Context: an optimization exercise on an open-source flow, tuned for a short achievable clock period and few clock cycles. The choices shown serve that exercise and are no tape-out recipe. Only simulation tests tie the RTL to the original design; equivalence was not proved. Power is estimated from default activity; no workload was simulated.

==> flow/design.v <==
`default_nettype none
package dma_pkg;
   localparam int NUM_CPUS        = 2;
   localparam int NUM_CH          = 4;
   localparam int ADDR_W          = 22;
   localparam int WORD_W          = 64;
   localparam int HALF_W          = 16;
   localparam int A_W             = 24;
   localparam int HALVES_PER_WORD = 4;
   localparam logic [9:0] OP_WRITE_CA  = 10'o0010;
   localparam logic [9:0] OP_WRITE_CL  = 10'o0011;
   localparam logic [6:0] OP_CHAN_READ = 7'o033;
   localparam int CH_SEL_BASE = 8;
   typedef logic [1:0] ch_idx_t;
   typedef union packed {
      struct packed {
         logic [9:0] op;
         logic [5:0] fld;
      } wr;
      struct packed {
         logic [6:0] op;
         logic [2:0] i;
         logic [5:0] jk;     
      } rd;
   } instr_u;
   typedef struct packed {
      instr_u         instr;
      logic           mon_mode;
      logic           vld;
      logic [A_W-1:0] aj;
      logic [A_W-1:0] ak;
   } cpu_req_t;
   typedef enum logic [1:0] {NONE, WR_CA, WR_CL, RD} cpu_op_e;
   typedef struct packed {
      cpu_op_e           kind;
      logic              is_int;
      ch_idx_t           ch;
      logic              chan_ok;
      logic [ADDR_W-1:0] val;
   } cpu_op_t;
   typedef struct packed {
      logic              req;
      logic              wr;
      logic [ADDR_W-1:0] addr;
      logic [WORD_W-1:0] data;
   } mem_req_t;
   localparam int CPU_REQ_W = 16 + 1 + 1 + 2*A_W;       
   localparam int CPU_OP_W  = 2 + 1 + 2 + 1 + ADDR_W;   
endpackage
`default_nettype wire
`timescale 1ns/1ps
`default_nettype none
module chan_rx #(
   parameter int DEPTH = 4
) (
   input  wire         clk,
   input  wire         rst,
   input  wire [15:0]  i_data,
   input  wire         i_vld,
   output logic        o_rdy,
   input  wire         i_pop,
   output logic        o_avail,
   output logic [63:0] o_head
);
   localparam int PW = $clog2(DEPTH);
   logic             take;
   logic [1:0]       hc;
   logic [63:0]      fifo [DEPTH];
   logic [PW-1:0]    wp, rp;
   logic [PW:0]      cnt, cnt_n;
   logic             push;
   logic             rdy_i;    
   assign take    = i_vld && rdy_i;
   assign push    = take && (hc == 2'd3);
   assign cnt_n   = cnt + (PW+1)'(push) - (PW+1)'(i_pop);
   assign o_avail = (cnt != '0);
   assign o_head  = fifo[rp];
   always_ff @(posedge clk)
   begin
      if (take)
         fifo[wp][63 - 16*hc -: 16] <= i_data;
   end
   always_ff @(posedge clk)
   begin
      if (rst)
      begin
         hc     <= '0;
         wp     <= '0;
         rp     <= '0;
         cnt    <= '0;
         o_rdy  <= 1'b0;
         rdy_i  <= 1'b0;
      end
      else
      begin
         if (take)
            hc <= hc + 2'd1;
         if (push)
            wp <= wp + PW'(1);
         if (i_pop)
            rp <= rp + PW'(1);
         cnt   <= cnt_n;
         o_rdy <= (cnt_n != (PW+1)'(DEPTH));
         rdy_i <= (cnt_n < (PW+1)'(DEPTH));
      end
   end
endmodule
`default_nettype wire
`timescale 1ns/1ps
`default_nettype none
module chan_tx #(
   parameter int DEPTH = 4
) (
   input  wire         clk,
   input  wire         rst,
   input  wire         i_wr,
   input  wire [63:0]  i_word,
   output logic        o_load,
   output logic [15:0] o_data,
   output logic        o_vld,
   input  wire         i_rdy
);
   localparam int PW = $clog2(DEPTH);
   logic [63:0]      sreg;
   logic [15:0]      top_s;    
   logic [1:0]       hc;
   logic [63:0]      fifo [DEPTH];
   logic [PW-1:0]    wp, rp;
   logic [PW:0]      cnt;
   logic             sent;
   logic             busy;     
   assign o_data = sreg[63:48];    
   assign sent   = busy && i_rdy;
   assign o_load = (!busy || (sent && hc == 2'd3)) && (cnt != '0);
   always_ff @(posedge clk)
   begin
      if (i_wr)
         fifo[wp] <= i_word;
      if (rst)
         sreg[63:48] <= '0;    
      else if (o_load)
         sreg[63:48] <= fifo[rp][63:48];
      else if (sent)
         sreg[63:48] <= sreg[47:32];
      else
         sreg[63:48] <= top_s;
      if (o_load)
      begin
         sreg[47:0] <= fifo[rp][47:0];
         top_s      <= fifo[rp][63:48];
      end
      else if (sent)
      begin
         sreg[47:0] <= {sreg[31:0], 16'h0};
         top_s      <= sreg[47:32];
      end
   end
   always_ff @(posedge clk)
   begin
      if (rst)
      begin
         o_vld <= 1'b0;
         busy  <= 1'b0;
         hc    <= '0;
         wp    <= '0;
         rp    <= '0;
         cnt   <= '0;
      end
      else
      begin
         o_vld <= (busy && !(i_rdy && hc == 2'd3)) || (cnt != '0);
         if (o_load)
         begin
            busy  <= 1'b1;
            hc    <= '0;
            rp    <= rp + PW'(1);
         end
         else if (sent)
         begin
            hc <= hc + 2'd1;
            if (hc == 2'd3)
               busy <= 1'b0;
         end
         if (i_wr)
            wp <= wp + PW'(1);
         cnt <= cnt + (PW+1)'(i_wr) - (PW+1)'(o_load);
      end
   end
endmodule
`default_nettype wire
`timescale 1ns/1ps
`default_nettype none
module io_dma #(
   parameter int DI = 2,    
   parameter int DO = 2     
) (
   input  wire         clk,
   input  wire         rst,
   input  wire [15:0]  cpu0_instr,
   input  wire         cpu0_mon,
   input  wire         cpu0_vld,
   input  wire [23:0]  cpu0_aj,
   input  wire [23:0]  cpu0_ak,
   output logic [23:0] cpu0_ai,
   input  wire [15:0]  cpu1_instr,
   input  wire         cpu1_mon,
   input  wire         cpu1_vld,
   input  wire [23:0]  cpu1_aj,
   input  wire [23:0]  cpu1_ak,
   output logic [23:0] cpu1_ai,
   input  wire [15:0]  in0_data,
   input  wire [15:0]  in1_data,
   input  wire [1:0]   in_vld,
   output wire [1:0]   in_rdy,
   output wire [15:0]  out0_data,
   output wire [15:0]  out1_data,
   output wire [1:0]   out_vld,
   input  wire [1:0]   out_rdy,
   output logic        mem_req,
   output logic        mem_wr,
   output logic [21:0] mem_addr,
   output logic [63:0] mem_wdata,
   input  wire         mem_ack,
   input  wire [63:0]  mem_rdata
);
   localparam int OW = $clog2(DO) + 1;
   logic        d0_wca, d0_wcl, d0_rd, d0_any;
   logic        d1_wca, d1_wcl, d1_rd;
   logic        win;
   logic        s_rd, s_ok, s_int;
   logic        s_wca, s_wcl;
   logic [21:0] s_val;
   logic [3:0][21:0] cl;
   logic [1:0]  s_ch;
   assign d0_wca = cpu0_vld && cpu0_mon && (cpu0_instr[15:6] == 10'o0010);
   assign d0_wcl = cpu0_vld && cpu0_mon && (cpu0_instr[15:6] == 10'o0011);
   assign d0_rd  = cpu0_vld && cpu0_mon && (cpu0_instr[15:9] == 7'o033);
   assign d1_wca = cpu1_vld && cpu1_mon && (cpu1_instr[15:6] == 10'o0010);
   assign d1_wcl = cpu1_vld && cpu1_mon && (cpu1_instr[15:6] == 10'o0011);
   assign d1_rd  = cpu1_vld && cpu1_mon && (cpu1_instr[15:9] == 7'o033);
   assign d0_any = d0_wca || d0_wcl || d0_rd;
   always_ff @(posedge clk)
   begin
      win   <= !d0_any;
      s_rd  <= !rst && (d0_any ? d0_rd  : d1_rd);
      s_wca <= !rst && (d0_any ? d0_wca : d1_wca);
      s_wcl <= !rst && (d0_any ? d0_wcl : d1_wcl);
      s_val <= d0_any ? cpu0_ak[21:0] : cpu1_ak[21:0];
      s_ok  <= d0_any ? (cpu0_aj[23:2] == 22'd2) : (cpu1_aj[23:2] == 22'd2);
      s_ch  <= d0_any ? cpu0_aj[1:0] : cpu1_aj[1:0];
      s_int <= d0_any ? (cpu0_instr[5:0] == 6'd0) : (cpu1_instr[5:0] == 6'd0);
   end
   logic [3:0][21:0] ca;       
   logic [3:0]       lastf;    
   logic [3:0]       more;     
   logic [3:0]       intp;     
   logic [3:0][OW-1:0] res;    
   logic             any_int;
   logic [23:0]      rd_res;
   logic [1:0]       int_idx;
   always_comb
   begin
      any_int = |intp;
      int_idx = 2'd0;
      for (int i = 3; i >= 0; i--)
         if (intp[i])
            int_idx = 2'(i);
   end
   always_comb
   begin
      if (s_int)
         rd_res = any_int ? 24'(8 + int_idx) : 24'd0;
      else
         rd_res = s_ok ? {2'b00, ca[s_ch]} : 24'd0;
   end
   logic [1:0]       rx_avail, rx_pop, tx_load, tx_wr;
   logic [1:0][63:0] rx_head;
   chan_rx #(.DEPTH(DI)) u_rx0 (.clk(clk), .rst(rst), .i_data(in0_data), .i_vld(in_vld[0]),
      .o_rdy(in_rdy[0]), .i_pop(rx_pop[0]), .o_avail(rx_avail[0]), .o_head(rx_head[0]));
   chan_rx #(.DEPTH(DI)) u_rx1 (.clk(clk), .rst(rst), .i_data(in1_data), .i_vld(in_vld[1]),
      .o_rdy(in_rdy[1]), .i_pop(rx_pop[1]), .o_avail(rx_avail[1]), .o_head(rx_head[1]));
   chan_tx #(.DEPTH(DO)) u_tx0 (.clk(clk), .rst(rst), .i_wr(tx_wr[0]), .i_word(mem_rdata),
      .o_load(tx_load[0]), .o_data(out0_data), .o_vld(out_vld[0]), .i_rdy(out_rdy[0]));
   chan_tx #(.DEPTH(DO)) u_tx1 (.clk(clk), .rst(rst), .i_wr(tx_wr[1]), .i_word(mem_rdata),
      .o_load(tx_load[1]), .o_data(out1_data), .o_vld(out_vld[1]), .i_rdy(out_rdy[1]));
   logic [3:0]  elig;
   logic [1:0]  last_g;
   logic [3:0]  gsel;          
   logic [3:0]  g_q;           
   logic        g_v;
   logic [1:0]  sv;            
   logic        wptr, rptr;
   logic [1:0]        s_wr_q, s_last_q;
   logic [1:0][1:0]   s_ch_q;
   logic [1:0][21:0]  s_addr_q;
   logic [1:0][63:0]  s_data_q;
   logic        push;
   logic        g_byp, issue;
   logic        m_busy, m_isw;    
   logic [1:0]  g_idx;
   logic [21:0] g_addr;
   logic        g_last;
   assign elig[0] = more[0] && rx_avail[0];
   assign elig[2] = more[2] && rx_avail[1];
   assign elig[1] = more[1] && (res[1] != OW'(DO));
   assign elig[3] = more[3] && (res[3] != OW'(DO));
   always_comb
   begin
      logic [1:0] idx;
      gsel = '0;
      for (int k = 4; k >= 1; k--)
      begin
         idx = last_g + 2'(k);
         if (elig[idx])
            gsel = 4'b0001 << idx;
      end
   end
   always_comb
   begin
      g_addr = '0;
      g_last = 1'b0;
      for (int k = 0; k < 4; k++)
      begin
         g_addr   = g_addr | ({22{g_q[k]}} & ca[k]);
         g_last   = g_last | (g_q[k] & lastf[k]);
      end
      g_idx = {g_q[3] | g_q[2], g_q[3] | g_q[1]};
   end
   assign g_byp     = g_v && !m_busy && !sv[rptr];
   assign push      = g_v && !g_byp;
   assign issue     = g_v;
   assign rx_pop[0] = issue && g_q[0];
   assign rx_pop[1] = issue && g_q[2];
   logic [21:0] m_addr_s;
   logic [63:0] m_wdata_s;
   logic [1:0] m_ch;
   logic       m_last;
   logic       load;
   logic       ack;
   assign ack  = m_busy && mem_ack;
   assign load = !m_busy || mem_ack;
   assign tx_wr[0] = ack && !m_isw && !m_ch[1];
   assign tx_wr[1] = ack && !m_isw &&  m_ch[1];
   always_ff @(posedge clk)
   begin
      if (rst)
      begin
         mem_wr    <= 1'b0;
         mem_addr  <= '0;
         mem_wdata <= '0;
      end
      else if (g_byp)
      begin
         mem_wr    <= g_q[0] | g_q[2];
         mem_addr  <= g_addr;
         mem_wdata <= g_q[2] ? rx_head[1] : rx_head[0];
      end
      else if (load)
      begin
         mem_wr    <= s_wr_q[rptr];
         mem_addr  <= s_addr_q[rptr];
         mem_wdata <= s_data_q[rptr];
      end
      else
      begin
         mem_wr    <= m_isw;
         mem_addr  <= m_addr_s;
         mem_wdata <= m_wdata_s;
      end
      if (g_byp)
      begin
         m_addr_s  <= g_addr;
         m_wdata_s <= g_q[2] ? rx_head[1] : rx_head[0];
      end
      else if (load)
      begin
         m_addr_s  <= s_addr_q[rptr];
         m_wdata_s <= s_data_q[rptr];
      end
      if (g_byp)
      begin
         m_isw     <= g_q[0] | g_q[2];
         m_ch      <= g_idx;
         m_last    <= g_last;
      end
      else if (load)
      begin
         m_isw     <= s_wr_q[rptr];
         m_ch      <= s_ch_q[rptr];
         m_last    <= s_last_q[rptr];
      end
      if (push)
      begin
         s_wr_q[wptr]   <= g_q[0] | g_q[2];
         s_addr_q[wptr] <= g_addr;
         s_data_q[wptr] <= g_q[2] ? rx_head[1] : rx_head[0];
         s_ch_q[wptr]   <= g_idx;
         s_last_q[wptr] <= g_last;
      end
      for (int i = 0; i < 4; i++)
         lastf[i] <= (ca[i] + 22'd1 == cl[i]);
   end
   always_ff @(posedge clk)
   begin
      if (rst)
      begin
         mem_req <= 1'b0;
         m_busy  <= 1'b0;
         sv      <= '0;
         wptr    <= 1'b0;
         rptr    <= 1'b0;
         last_g  <= 2'd3;
         g_v     <= 1'b0;
         g_q     <= '0;
         intp    <= '0;
         more    <= '0;
         res     <= '0;
         for (int i = 0; i < 4; i++)
         begin
            ca[i]   <= '0;
            cl[i]   <= '0;
         end
         cpu0_ai <= '0;
         cpu1_ai <= '0;
      end
      else
      begin
         mem_req <= sv[rptr] || g_byp || (m_busy && !mem_ack);
         if (load)
         begin
            m_busy <= sv[rptr] || g_byp;
            if (sv[rptr])
            begin
               sv[rptr] <= 1'b0;
               rptr     <= !rptr;
            end
         end
         if (!g_v)
         begin
            g_v <= |elig && (sv != 2'b11);
            g_q <= gsel;
         end
         else if (issue)
            g_v <= 1'b0;
         if (push)
         begin
            sv[wptr] <= 1'b1;
            wptr     <= !wptr;
         end
         if (issue)
         begin
            last_g   <= g_idx;
            for (int i = 0; i < 4; i++)
               if (g_q[i])
               begin
                  ca[i]   <= ca[i] + 22'd1;
                  more[i] <= !lastf[i];
               end
         end
         for (int p = 0; p < 2; p++)
            res[2*p+1] <= res[2*p+1] + OW'(issue && g_q[2*p+1]) - OW'(tx_load[p]);
         for (int i = 0; i < 4; i++)
            if ((ack && m_last && m_ch == 2'(i)) ||
                (intp[i] && !(s_rd && s_int && int_idx == 2'(i))))
               intp[i] <= 1'b1;
            else
               intp[i] <= 1'b0;
         for (int i = 0; i < 4; i++)
         begin
            if (s_ok && s_wca && s_ch == 2'(i))
            begin
               ca[i]   <= s_val;
               more[i] <= (s_val != cl[i]);
            end
            if (s_ok && s_wcl && s_ch == 2'(i))
               cl[i] <= s_val;
         end
         cpu0_ai <= win ? 24'd0 : rd_res;
         cpu1_ai <= win ? rd_res : 24'd0;
      end
   end
endmodule
`default_nettype wire
==> flow/run.sh <==
#!/bin/bash
# synth_recipe.tcl (not shown) runs the flow's synth.tcl, then flattens the netlist and writes it again
# the make line also repeats each setting of config.mk as NAME=value (left out here)
make -C /OpenROAD-flow-scripts/flow DESIGN_CONFIG=/design/flow/config.mk WORK_HOME=/design/flow/orfs CLKGATE_MAP_FILE= SYNTH_SCRIPT=/design/flow/synth_recipe.tcl finish
==> flow/config.mk <==
export PLATFORM = sky130hd
export DESIGN_NAME = io_dma
export DESIGN_NICKNAME = io_dma
export VERILOG_FILES = /design/flow/design.v
export SDC_FILE = /design/flow/constraint.sdc
export NUM_CORES = 4
export LEC_CHECK = 0
export ABC_CLOCK_PERIOD_IN_PS = 2000
export CAP_MARGIN = 20
export CORE_MARGIN = 2
export CORE_UTILIZATION = 55
export CTS_CLUSTER_DIAMETER = 120
export CTS_CLUSTER_SIZE = 22
export SETUP_SLACK_MARGIN = 4.0
export SLEW_MARGIN = 20
==> flow/constraint.sdc <==
create_clock -name core_clock -period 6.0 [get_ports {clk}]
set_input_delay 1.2000 -clock core_clock [delete_from_list [all_inputs] [get_ports {clk}]]
set_output_delay 1.2000 -clock core_clock [all_outputs]
set_load 0.01 [all_outputs]
==> results.yml, run 1 <==
layout:
  final_area_sq_um: 66800
  final_cell_mix: "edfxtp_1, nand2_1, mux2i_1"
  stdcell_count: 6545
  final_nets: 5396
  final_core_util_pct: 66.6
  area_growth_pct: 19.8
  layout-drive-gt1-share_pct: 19.6
  layout_commonest_cell: "edfxtp_1"
  final.fill_count: 7652
placement:
  dp.cells: 6175
  hpwl_microns: 92500
  place_area_sq_um: 61000
  place.gp.congestion: 0.900
  port-buffer-count: 398
  post-place-ws_ns: 1.59
setup_path:
  timing.reg2reg.setup_slack_ns: 3.67
  worst_setup_path_end_kind: "primary output"
  cp.arrival_ns: 1.18
  reg2regPathDepth: 7
  cp_top_family: "flip-flops"
  required_ns: 4.80
  start_kind: "flip-flop"
  crit_buf_inv: 1
  r2r-end: "lastf[2]$_DFF_P_"
  worstReg2RegStart: "ca[57]$_SDFFE_PP0P_"
  critical_path_class: "flip-flop to primary output"
  path_cells: "buf_6"
  cp_slowest_cell: "dfxtp_4"
  cp_max_fo: 1
  critical_path.startpoint: "u_rx0.o_rdy$_SDFF_PP0_"
  endpoint: "in_rdy[0]"
  cp.depth: 1
  slowest_delay_ns: 0.40
die:
  die_area_sq_um: 104000
  rows: 116
  fp.coreArea_sq_um: 100000
  start_util_pct: 55.6
  chipWidth_microns: 322
  chipHeight_microns: 322
  io_pins: 407
logic_synthesis:
  syn_inst: 4740
  synth_cell_type_count: 83
  ys_seq_elements: 1344
  ys_seq_area_share_pct: 62.4
  synthFlopType: "edfxtp_1"
  avgSynthCellArea_sq_um: 11.8
  yosys_warnings: 3
  netlist_area_sq_um: 55800
  synth_edf_count: 791
  async_flop_share_pct: 0
detailed_routing:
  drt_iter0_drc: 3910
  routed_wl_microns: 159000
  via_count: 38100
  first_pass_iters: 5
  vias_per_cell: 5.82
  drc: 0
  ant_nets: 0
  wl_per_cell_microns: 24.3
global_route:
  grt_pass1_wl_microns: 230000
  antenna_found_initial: 7
  grt_pass1_vias: 35700
  overflow: 0
  grt_max_degree: 143
  grtUsageTotal_pct: 29.7
sta:
  fin_crit_ns: 2.38
  max_freq_mhz: 421
  setup_violations: 0
  hold_viol: 0
  fin_crit_sh_pct: 39.6
  hold_ws_ns: 0.499
  clock_skew_ns: 0.0404
  rsz0062_at_grt: "yes"
  fin_ws_ns: 3.62
  worstMarginPinSlew_ns: 0.941
  maxSlewHeadroom_pct: 37.2
  slew_viol_final: 0
  finalSetupTns_ns: 0
clocking:
  cts_buffers: 71
  htree_levels: 3
  insertion_delay_ns: 0.68
  path_clk_slew_ns: 0.09
  clockBufferDepth: 3
  cts_tree: "built"
  cts_root_buffer: "clkbuf_16"
  hold_buffers: 0
  cts.sinks: 1344
run:
  drv_cap: 0
pwr:
  ir_drop_mv: 0.275
  cellPowerDensity_nw_per_um2: 288
  p_leak_nw: 23.5
  power_mw: 19.2
worst_hold_path:
  hp-class: "flip-flop to flip-flop"
run_status:
  outcome: "finished clean"
## worst min-delay path by stage
stage | startpoint | endpoint | slack, ns | cells past startpoint
floorplan | intp[3]$_SDFF_PP0_ | intp[3]$_SDFF_PP0_ | 0.46 | 2
global route | cl[87]$_SDFFE_PP0P_ | cl[87]$_SDFFE_PP0P_ | 0.52 | 2
CTS | cl[87]$_SDFFE_PP0P_ | cl[87]$_SDFFE_PP0P_ | 0.50 | 2
detailed placement | cl[87]$_SDFFE_PP0P_ | cl[87]$_SDFFE_PP0P_ | 0.49 | 2
finish | cl[87]$_SDFFE_PP0P_ | cl[87]$_SDFFE_PP0P_ | 0.50 | 2
global placement | sv[1]$_SDFF_PP0_ | rptr$_SDFFE_PP0P_ | 0.48 | 1
## synthesized netlist by cell type, types with 15 or more instances
library cell,n,share of area [%]
or3_1,32,0.36
mux4_2,23,0.93
nor4_1,27,0.30
nor2_1,351,2.4
o211ai_1,15,0.20
nand3_1,57,0.51
clkbuf_1,247,1.7
o21ai_0,220,2.0
buf_1,54,0.36
dfxtp_1,553,20
a311oi_1,23,0.36
mux2i_1,361,6.5
mux2_2,26,0.52
buf_2,29,0.26
nand2_1,485,3.3
nor2b_1,199,2.2
edfxtp_1,791,43
buf_4,45,0.61
nand4_1,55,0.62
and2_1,61,0.68
ha_1,30,0.67
xnor2_1,192,3.0
a21oi_1,252,2.3
xor2_1,99,1.6
a22oi_1,52,0.70
nor3_1,36,0.32
a211oi_1,133,1.8
and3_1,111,1.2
inv_1,48,0.32
## where the power goes
part / switching [mW] / leakage (nW) / internal [mW]
combinational: 1.70 / 10.4 / 1.23
sequential: 0.388 / 12.0 / 10.6
clock: 2.96 / 1.00 / 2.36
## area by class of cell
| class | instances | area, sq um | area share, % |
|---|---|---|---|
| Antenna cell | 3 | 7.51 | 0.0112 |
| Sequential cell | 1344 | 35200 | 52.7 |
| Tap cell | 1357 | 1700 | 2.54 |
| Multi-Input combinational cell | 2991 | 20700 | 31.0 |
| Timing Repair inverter | 1 | 8.76 | 0.0131 |
| Clock buffer | 123 | 2050 | 3.06 |
| Timing Repair Buffer | 673 | 6830 | 10.2 |
| Clock inverter | 4 | 53.8 | 0.0805 |
| Inverter | 49 | 244 | 0.365 |
## cell families after synthesis
kind of cell             Yosys count  share of synthesized area (%)
XOR/XNOR                         291                           4.57
multiplexers                     410                           7.93
AO/OA/AOI/OAI                    751                           8.15
buffers and inverters            428                           3.28
flip-flops                      1344                           62.4
AND/OR/NAND/NOR                 1485                           13.0
adder cells (fa/ha/maj)           30                          0.673
other                              1                        0.00672
## metal layers
metal	part of all wire [%]	track usage, %	vias up
li1	-	-	17700
met2	47	47.5	1364
met1	43	42.0	18800
met3	7.4	4.56	242
met4	3.1	8.85	8
met5	0.033	0	-
## what timing repair did
action	in CTS	in global routing
setup endpoints to repair	1704	537
gates resized for setup	1182	183
gates cloned	21	7
hold endpoints to repair	0	0
pin swaps	72	47
setup buffers	136	76
Testbench counts, summed over its fixed seeds: cycles 3,221.
==> run 2, diff against run 1 <==
--- a/flow/design.v
+++ b/flow/design.v
@@ -332,6 +332,4 @@
    assign rx_pop[0] = issue && g_q[0];
    assign rx_pop[1] = issue && g_q[2];
-   logic [21:0] m_addr_s;
-   logic [63:0] m_wdata_s;
    logic [1:0] m_ch;
    logic       m_last;
@@ -363,19 +361,5 @@
       end
       else
-      begin
          mem_wr    <= m_isw;
-         mem_addr  <= m_addr_s;
-         mem_wdata <= m_wdata_s;
-      end
-      if (g_byp)
-      begin
-         m_addr_s  <= g_addr;
-         m_wdata_s <= g_q[2] ? rx_head[1] : rx_head[0];
-      end
-      else if (load)
-      begin
-         m_addr_s  <= s_addr_q[rptr];
-         m_wdata_s <= s_data_q[rptr];
-      end
       if (g_byp)
       begin
==> results.yml, run 2 <==
clocking:
  clockBufferDepth: 3
  insertion_delay_ns: 0.68
  path_clk_slew_ns: 0.09
  cts_root_buffer: "clkbuf_16"
  htree_levels: 3
  hold_buffers: 0
  cts_tree: "built"
  cts.sinks: 1258
  cts_buffers: 67
sta:
  worstMarginPinSlew_ns: 0.793
  finalSetupTns_ns: 0
  slew_viol_final: 0
  hold_ws_ns: 0.459
  max_freq_mhz: 421
  fin_ws_ns: 3.62
  hold_viol: 0
  setup_violations: 0
  fin_crit_sh_pct: 39.6
  clock_skew_ns: 0.0352
  rsz0062_at_grt: "yes"
  maxSlewHeadroom_pct: 47.1
  fin_crit_ns: 2.38
setup_path:
  cp_max_fo: 2
  critical_path_class: "flip-flop to primary output"
  path_cells: "buf_6"
  critical_path.startpoint: "mem_addr[0]$_SDFFE_PP0P_"
  required_ns: 4.80
  worstReg2RegStart: "ca[45]$_SDFFE_PP0P_"
  cp.arrival_ns: 1.18
  timing.reg2reg.setup_slack_ns: 3.69
  cp_top_family: "flip-flops"
  cp_slowest_cell: "dfxtp_4"
  cp.depth: 1
  slowest_delay_ns: 0.39
  start_kind: "flip-flop"
  reg2regPathDepth: 8
  worst_setup_path_end_kind: "primary output"
  endpoint: "mem_addr[0]"
  crit_buf_inv: 1
  r2r-end: "lastf[2]$_DFF_P_"
logic_synthesis:
  syn_inst: 4485
  yosysTopAreaCellShare_pct: 44.5
  synth_cell_type_count: 79
  synthFlopType: "edfxtp_1"
  netlist_area_sq_um: 53400
  synth_edf_count: 791
  yosys_warnings: 3
  async_flop_share_pct: 0
  ys_seq_elements: 1258
  synth.area.top_cells: "edfxtp_1, dfxtp_1, mux2i_1, xnor2_1, nand2_1"
  yosysMostFrequentCell: "edfxtp_1"
  avgSynthCellArea_sq_um: 11.9
  synthTopCellsByCount: "edfxtp_1, dfxtp_1, nand2_1"
  yosys.area.top_type: "edfxtp_1"
  ys_seq_area_share_pct: 62.0
pwr:
  p_sw_mw: 4.90
  ir_drop_mv: 0.268
  p_seq_share_pct: 56.2
  internal_power_mw: 13.6
  cellPowerDensity_nw_per_um2: 283
  clockPowerShare_pct: 27.3
  p_leak_nw: 23.1
  power_mw: 18.5
  p_comb_share_pct: 16.4
  swShare_pct: 26.5
global_route:
  overflow: 0
  antenna_found_initial: 14
  grt_pass1_vias: 35200
  grt_pass1_wl_microns: 228000
  grt_max_degree: 109
  grtUsageTotal_pct: 30.8
layout:
  final_cell_mix: "edfxtp_1, nand2_1, nor2_1"
  layout_commonest_cell: "edfxtp_1"
  final_nets: 5189
  final_core_util_pct: 67.7
  final_area_sq_um: 65300
  area_growth_pct: 22.1
  layout-drive-gt1-share_pct: 22.1
  stdcell_count: 6253
die:
  chipWidth_microns: 316
  die_area_sq_um: 99600
  start_util_pct: 55.4
  io_pins: 407
  chipHeight_microns: 316
  fp.coreArea_sq_um: 96400
  rows: 114
placement:
  port-buffer-count: 398
  place_area_sq_um: 58600
  place.gp.congestion: 0.906
  post-place-ws_ns: 1.66
  hpwl_microns: 92400
  dp.cells: 5860
detailed_routing:
  routed_wl_microns: 159000
  drt_iter0_drc: 3675
  via_count: 37500
  drc: 0
  vias_per_cell: 5.99
  ant_nets: 0
  wl_per_cell_microns: 25.5
  first_pass_iters: 6
run:
  drv_cap: 0
worst_hold_path:
  hp-class: "flip-flop to flip-flop"
run_status:
  outcome: "finished clean"
-- run 2: cells by family (layout without fill, tap and decap cells) --
| family | count (synthesis) | in the layout | synth area share, % |
|---|---|---|---|
| AOI/OAI and AO/OA | 721 | 721 | 8.72 |
| xor gates and xnor gates | 295 | 295 | 4.84 |
| adders and majority gates | 30 | 30 | 0.703 |
| buffers and inverters | 408 | 883 | 3.29 |
| DFF | 1258 | 1258 | 62.0 |
| muxes | 403 | 403 | 8.14 |
| other | 1 | 7 | 0.00702 |
| and+or+nand+nor | 1369 | 1380 | 12.3 |
-- run 2: how the worst min path moves through the flow --
| stage | start | endpoint | slack (ns) | cells past startpoint |
|---|---|---|---|---|
| 2_1_floorplan | cl[33]$_SDFFE_PP0P_ | cl[33]$_SDFFE_PP0P_ | 0.46 | 2 |
| 3_3_place_gp | mem_wdata[50]$_SDFFE_PP0P_ | mem_wdata[50]$_SDFFE_PP0P_ | 0.44 | 2 |
| 3_5_place_dp | mem_wdata[22]$_SDFFE_PP0P_ | mem_wdata[22]$_SDFFE_PP0P_ | 0.44 | 2 |
| 6_report | mem_wdata[31]$_SDFFE_PP0P_ | mem_wdata[31]$_SDFFE_PP0P_ | 0.46 | 2 |
| 5_1_grt | mem_wdata[2]$_SDFFE_PP0P_ | mem_wdata[2]$_SDFFE_PP0P_ | 0.47 | 2 |
| 4_1_cts | mem_wdata[31]$_SDFFE_PP0P_ | mem_wdata[31]$_SDFFE_PP0P_ | 0.46 | 2 |
-- run 2: final cells by class --
type / count / area [sq um]
repair inverters: 3 / 33.8
inverters: 43 / 250
clock buffers: 112 / 1880
fillers: 7317 / 31200
diodes: 3 / 7.51
repair buffers: 718 / 7640
clock inverters: 7 / 109
well taps: 1276 / 1600
multi-input cells: 2833 / 20200
flip-flops and latches: 1258 / 33600
-- run 2: power by group through the flow --
stage                     clock network, mW  logic, mW  registers [mW]
after floorplan                           0       2.14            10.4
after global placement                    0       2.66            10.6
after detailed placement                  0       2.72            10.6
after CTS                              5.12       2.98            10.4
after global routing                   5.42       3.29            10.5
final                                  5.05       3.04            10.4
-- run 2: what timing repair did --
action,CTS,global route
gates cloned,23,14
pin swaps,69,62
setup buffers,142,92
endpoints found under the setup margin,1648,719
gates resized for setup,1310,183
-- run 2: metal layers --
layer,GRT usage [%],vias up,routed length (microns)
li1,-,17100,-
met1,41.0,18600,64200
met2,51.2,1490,76800
met3,5.00,310,12100
met4,11.1,18,6320
met5,0,-,113
Testbench counts of run 2, summed over its fixed seeds: cycles 3,221.
==> run 3, diff against run 2 <==
--- a/flow/design.v
+++ b/flow/design.v
@@ -123,5 +123,4 @@
    localparam int PW = $clog2(DEPTH);
    logic [63:0]      sreg;
-   logic [15:0]      top_s;    
    logic [1:0]       hc;
    logic [63:0]      fifo [DEPTH];
@@ -138,21 +137,9 @@
          fifo[wp] <= i_word;
       if (rst)
-         sreg[63:48] <= '0;    
+         sreg <= '0;    
       else if (o_load)
-         sreg[63:48] <= fifo[rp][63:48];
+         sreg <= fifo[rp];
       else if (sent)
-         sreg[63:48] <= sreg[47:32];
-      else
-         sreg[63:48] <= top_s;
-      if (o_load)
-      begin
-         sreg[47:0] <= fifo[rp][47:0];
-         top_s      <= fifo[rp][63:48];
-      end
-      else if (sent)
-      begin
-         sreg[47:0] <= {sreg[31:0], 16'h0};
-         top_s      <= sreg[47:32];
-      end
+         sreg <= {sreg[47:0], 16'h0};
    end
    always_ff @(posedge clk)
==> results.yml, run 3 <==
run:
  drv_cap: 0
setup_path:
  critical_path_class: "flip-flop to primary output"
  critical_path.startpoint: "mem_wdata[63]$_SDFFE_PP0P_"
  r2r-end: "lastf[3]$_DFF_P_"
  crit_buf_inv: 1
  start_kind: "flip-flop"
  cp_slowest_cell: "dfxtp_4"
  cp_max_fo: 2
  slowest_delay_ns: 0.40
  timing.reg2reg.setup_slack_ns: 3.72
  required_ns: 4.80
  path_cells: "buf_6"
  worstReg2RegStart: "ca[66]$_SDFFE_PP0P_"
  cp.arrival_ns: 1.24
  worst_setup_path_end_kind: "primary output"
  reg2regPathDepth: 7
  cp.depth: 1
  cp_top_family: "flip-flops"
  endpoint: "mem_wdata[63]"
global_route:
  overflow: 0
  grt_max_degree: 90
  grt_pass1_vias: 37300
  grtUsageTotal_pct: 32.5
  antenna_found_initial: 6
  grt_pass1_wl_microns: 242000
logic_synthesis:
  netlist_area_sq_um: 53200
  async_flop_share_pct: 0
  yosysTopAreaCellShare_pct: 39.2
  yosysMostFrequentCell: "edfxtp_1"
  yosys.area.top_type: "edfxtp_1"
  ys_seq_area_share_pct: 59.2
  synthTopCellsByCount: "edfxtp_1, dfxtp_1, nand2_1"
  ys_seq_elements: 1226
  synth.area.top_cells: "edfxtp_1, dfxtp_1, mux2i_1, nand2_1, a211oi_1"
  synth_cell_type_count: 77
  synthFlopType: "edfxtp_1"
  yosys_warnings: 3
  avgSynthCellArea_sq_um: 11.1
  synth_edf_count: 695
  syn_inst: 4798
sta:
  rsz0062_at_grt: "yes"
  fin_ws_ns: 3.56
  hold_ws_ns: 0.460
  fin_crit_sh_pct: 40.7
  worstMarginPinSlew_ns: 0.972
  hold_viol: 0
  slew_viol_final: 0
  fin_crit_ns: 2.44
  clock_skew_ns: 0.0366
  finalSetupTns_ns: 0
  max_freq_mhz: 409
  maxSlewHeadroom_pct: 35.1
  setup_violations: 0
detailed_routing:
  drt_iter0_drc: 4259
  vias_per_cell: 6.19
  routed_wl_microns: 169000
  drc: 0
  wl_per_cell_microns: 26.0
  first_pass_iters: 6
  via_count: 40300
  ant_nets: 0
die:
  rows: 114
  die_area_sq_um: 99200
  io_pins: 407
  start_util_pct: 55.2
  chipWidth_microns: 315
  chipHeight_microns: 315
  fp.coreArea_sq_um: 96300
clocking:
  cts_root_buffer: "clkbuf_16"
  cts.sinks: 1226
  cts_buffers: 61
  path_clk_slew_ns: 0.10
  clockBufferDepth: 3
  cts_tree: "built"
  hold_buffers: 0
  htree_levels: 2
  insertion_delay_ns: 0.73
run_status:
  outcome: "finished clean"
layout:
  final_nets: 5444
  final_area_sq_um: 65300
  layout_commonest_cell: "edfxtp_1"
  final_core_util_pct: 67.8
  stdcell_count: 6504
  final_cell_mix: "edfxtp_1, nand2_1, nor2_1"
  area_growth_pct: 22.8
  layout-drive-gt1-share_pct: 22.3
worst_hold_path:
  hp-class: "flip-flop to flip-flop"
placement:
  hpwl_microns: 98200
  dp.cells: 6100
  place_area_sq_um: 58400
  port-buffer-count: 398
  place.gp.congestion: 0.935
  post-place-ws_ns: 2.32
pwr:
  power_mw: 17.7
  p_leak_nw: 22.5
  cellPowerDensity_nw_per_um2: 271
  ir_drop_mv: 0.362
-- run 3: kinds of logic (layout without fill, tap and decap cells) --
family	after synthesis	after routing	share of synthesized area, %
AOI/OAI and AO/OA	886	887	11.5
buffers and inverters	489	907	3.79
and+or+nand+nor	1629	1635	14.7
muxes	245	245	5.24
DFF	1226	1226	59.2
adders and majority gates	30	30	0.706
other	1	6	0.00705
xor gates and xnor gates	292	292	4.81
-- run 3: final cells by class --
class                   count  area (sq um)
fillers                  7259         31000
multi-input cells        3093         21300
inverters                  47           220
diodes                      2          5.00
flip-flops and latches   1226         32000
clock buffers             108          1750
well taps                1276          1600
repair buffers            750          8340
clock inverters             2          38.8
-- run 3: worst min path at each step --
stage                                     start                           to  cells past startpoint
floorplan           u_tx0.sreg[62]$_SDFFE_PP0P_  u_tx0.sreg[62]$_SDFFE_PP0P_                      2
global placement     mem_wdata[52]$_SDFFE_PP0P_   mem_wdata[52]$_SDFFE_PP0P_                      2
detailed placement   mem_wdata[52]$_SDFFE_PP0P_   mem_wdata[52]$_SDFFE_PP0P_                      2
CTS                  mem_wdata[56]$_SDFFE_PP0P_   mem_wdata[56]$_SDFFE_PP0P_                      2
global route         mem_wdata[19]$_SDFFE_PP0P_   mem_wdata[19]$_SDFFE_PP0P_                      2
finish               mem_wdata[12]$_SDFFE_PP0P_   mem_wdata[12]$_SDFFE_PP0P_                      2
-- run 3: layer usage --
metal / track usage (%) / part of all wire (%)
met1: 45.7 / 41
met2: 51.7 / 47
met3: 4.58 / 8.3
met4: 11.4 / 3.8
met5: 0 / 0.0094
-- run 3: repair_timing --
item / 4_1_cts / 5_1_grt
resized for setup: 1310 / 198
pin swaps: 64 / 66
gates cloned: 22 / 23
setup endpoints to repair: 1449 / 801
buffers inserted: 168 / 79
-- run 3: worst reg2reg max path, cell delays in order, from the launching register on --
cell and delay [ns]:
dfxtp_4 0.38, buf_4 0.18, nand2_1 0.11, xor2_1 0.17, o31ai_1 0.43, nand4_1 0.17, or4_1 0.62, nor4_4 0.16
-- run 3: power by group --
part	internal [mW]	switching, mW	total [mW]
logic	1.39	1.82	3.21
registers	9.32	0.441	9.76
clock network	1.99	2.72	4.70
Testbench counts of run 3, summed over its fixed seeds: cycles 3,221.

separate check: timing with driven ports:
Ports are ideal in the flow. The routed layouts listed here were re-timed in OpenROAD. Step 1 assumes that a clkbuf_16 drives the clock port and a buf_2 every other input. Step 2, shift: input delay + t, output delay - t, t = (earliest + latest rising clock arrival at the registers) / 2. This alone moves slack from input paths to output paths. Three values: ideal, step 1, step 2; two values: the first two.
run	t (ns)	setup WS [ns]	clock arrival spread, ns	worst slew at a driven data input, ns
run 1	0.732	3.624 / 3.550 / 3.116	0.041 / 0.041	0.17
run 2	0.730	3.622 / 3.554 / 3.066	0.042 / 0.041	0.14
run 3	0.785	3.557 / 3.486 / 3.104	0.038 / 0.038	0.14
After both steps every run listed still meets setup and hold. For run 2, which loses most, drivers alone change the setup slack by -0.068 ns; drivers and shift together by -0.556 ns.
